Background: an optimization exercise with open tools, aiming at small area, a short achievable clock period and few clock cycles per item. Do not read the settings as production practice. The RTL was checked by simulation tests, not by an equivalence proof against the original design. Power and IR drop assume default switching activity.

== juniper ==
==> flow/design.v (excerpt) <==
module rbm_recon (
    input  wire          clk,
    input  wire          reset_n,
    input  wire          start,
    input  wire  [15:0]  hidden,
    input  wire          param_we,
    input  wire  [16:0]  param,
    output logic         busy,
    output logic         done,
    output logic [15:0]  visible
);
For scale: ~12,000 cells after synthesis.
==> flow/config.mk <==
export PLATFORM = sky130hd
export DESIGN_NAME = rbm_recon
export DESIGN_NICKNAME = rbm_recon
export VERILOG_FILES = /design/flow/design.v
export SDC_FILE = /design/flow/constraint.sdc
export NUM_CORES = 4
export LEC_CHECK = 0
export ABC_CLOCK_PERIOD_IN_PS = 4000
export CAP_MARGIN = 20
export CORE_MARGIN = 2
export CORE_UTILIZATION = 55
export CTS_CLUSTER_DIAMETER = 100
export CTS_CLUSTER_SIZE = 26
export SETUP_SLACK_MARGIN = 4.17
export SLEW_MARGIN = 20
==> flow/constraint.sdc <==
create_clock -name core_clock -period 7.0 [get_ports {clk}]
set_input_delay 1.4000 -clock core_clock [delete_from_list [all_inputs] [get_ports {clk}]]
set_output_delay 1.4000 -clock core_clock [all_outputs]
set_load 0.01 [all_outputs]
standard.sh (not shown) runs the stock make flow with config.mk's settings and CLKGATE_MAP_FILE= SYNTH_SCRIPT=/design/flow/synth_recipe.tcl, a recipe that flattens the netlist after the stock synthesis.
==> flow/flow/run.sh <==
#!/bin/bash
# The standard layout, with one netlist pass between synthesis and
# floorplan: flow/fapol_opt.py re-chooses the polarity of each full adder
# (a full adder is self-dual) and of and2/nand2-type gates so that fewer
# inverters are needed. Registers, ports and all other cells are unchanged.
set -euo pipefail
R=orfs/results/sky130hd/rbm_recon/base
bash standard.sh synth > synth.log 2>&1
cp "$R/1_2_yosys.v" "$R/1_2_yosys_std.v"
python3 flow/fapol_opt.py "$R/1_2_yosys_std.v" "$R/1_2_yosys.v" > fapol.log 2>&1
rm -f "$R/1_synth.odb" "$R/1_synth.sdc"
bash standard.sh finish > layout.log 2>&1
Other scripts of this flow, unchanged in this note and not shown: flow/flow/fapol_opt.py
juniper: flow completed, timing, DRC and antenna clean
Testbench counts of juniper, summed over its fixed seeds: cycles 1,072, items 1,024.
Inputs modified between juniper and tundra:
==> flow/config.mk <==
export PLATFORM = sky130hd
export DESIGN_NAME = rbm_recon
export DESIGN_NICKNAME = rbm_recon
export VERILOG_FILES = /design/flow/design.v
export SDC_FILE = /design/flow/constraint.sdc
export NUM_CORES = 4
export LEC_CHECK = 0
export ABC_CLOCK_PERIOD_IN_PS = 2700
export CAP_MARGIN = 20
export CORE_MARGIN = 2
export CORE_UTILIZATION = 55
export CTS_CLUSTER_DIAMETER = 100
export CTS_CLUSTER_SIZE = 26
export SETUP_SLACK_MARGIN = 4.25
export SLEW_MARGIN = 20
## What came out
Looking at layout buffer count excluding clock buffers, tundra sits 6 higher than juniper does. Diff tundra..juniper | total power | negligible. Global-route usage over all layers (tundra over juniper): increase, 0.16 points. Any difference in fraction of final layout cells with drive strength greater than 1 between juniper and tundra is small enough to ignore. The power share of the combinational group of tundra and that of juniper are within noise of each other. Of juniper and tundra, the lower final worst slack belongs to juniper. On cell-internal power, juniper and tundra are neck and neck. On post-route cell area, juniper and tundra are basically level.

========
## orange
Starting RTL as in the previous note.
==> flow/config.mk <==
export PLATFORM = sky130hd
export DESIGN_NAME = rbm_recon
export DESIGN_NICKNAME = rbm_recon
export VERILOG_FILES = /design/flow/design.v
export SDC_FILE = /design/flow/constraint.sdc
export NUM_CORES = 4
export LEC_CHECK = 0
export ABC_CLOCK_PERIOD_IN_PS = 2700
export CAP_MARGIN = 20
export CORE_MARGIN = 2
export CORE_UTILIZATION = 60
export CTS_CLUSTER_DIAMETER = 100
export CTS_CLUSTER_SIZE = 26
export SETUP_SLACK_MARGIN = 4.17
export SLEW_MARGIN = 20
==> flow/constraint.sdc <==
create_clock -name core_clock -period 7.0 [get_ports {clk}]
set_input_delay 1.4000 -clock core_clock [delete_from_list [all_inputs] [get_ports {clk}]]
set_output_delay 1.4000 -clock core_clock [all_outputs]
set_load 0.01 [all_outputs]
Scripts as last shown in full above: flow/flow/run.sh
Other scripts of this flow, unchanged in this note and not shown: flow/flow/fapol_opt.py
Testbench counts of orange, summed over its fixed seeds: cycles 1,072, items 1,024.
[inputs] green vs orange
--- a/flow/config.mk
+++ b/flow/config.mk
@@ -11 +11 @@
-export CORE_UTILIZATION = 60
+export CORE_UTILIZATION = 65
@@ -14 +14 @@
-export SETUP_SLACK_MARGIN = 4.17
+export SETUP_SLACK_MARGIN = 4.25
[summary]
- Global-route usage was higher in the run labelled green.
- Diff orange..green | number of logic inverters in the finished layout | unchanged
- For total power, green and orange come out practically identical.
- ~same number of multi-input combinational cells in the layout in orange and green
- Comparing green against orange, there is no change at all in cell depth of the worst setup path.
- orange ended up with visible[4] as its worst setup path endpoint; green ended up with visible[14].
- Compared with orange, number of tap instances in green decreased by a little under 10%.
- | sequential cell area in the final layout | green vs orange | ≈ equal |
- The clock-buffer cell count in green was lower than what orange gave.
- Area of the core, orange and green: higher on orange

## afterwards: timing with drivers on the ports
How much do the figures lean on ideal ports? The routed layouts below were timed once more, with nothing changed but the port constraints.
Step 1: set_driving_cell puts a clkbuf_16 on clk and a buf_2 on each other input, an assumption about the parent block.
Step 2 adds t to the input delays and takes it off the output delays; t is the mean of the earliest and latest rising clock arrival at the registers after step 1. Input paths then give back, and output paths get back, about the clock's delay inside the block.
a / b / c = ideal / step 1 / step 2; a / b = the first two.
run | t (ns) | setup WS [ns] | slew at the worst register clock pin (ns) | cell pins on the clock port's net
juniper | 0.943 | 4.128 / 4.032 / 3.520 | 0.11 / 0.11 | 1
tundra | 0.940 | 4.131 / 4.036 / 3.530 | 0.11 / 0.11 | 1
orange | 0.930 | 4.110 / 4.013 / 3.334 | 0.11 / 0.11 | 1
green | 0.927 | 4.127 / 4.040 / 3.364 | 0.11 / 0.11 | 1
After both steps setup and hold are still met in every run listed. For orange, which loses most, drivers alone change the setup slack by -0.097 ns; drivers and shift together by -0.776 ns.
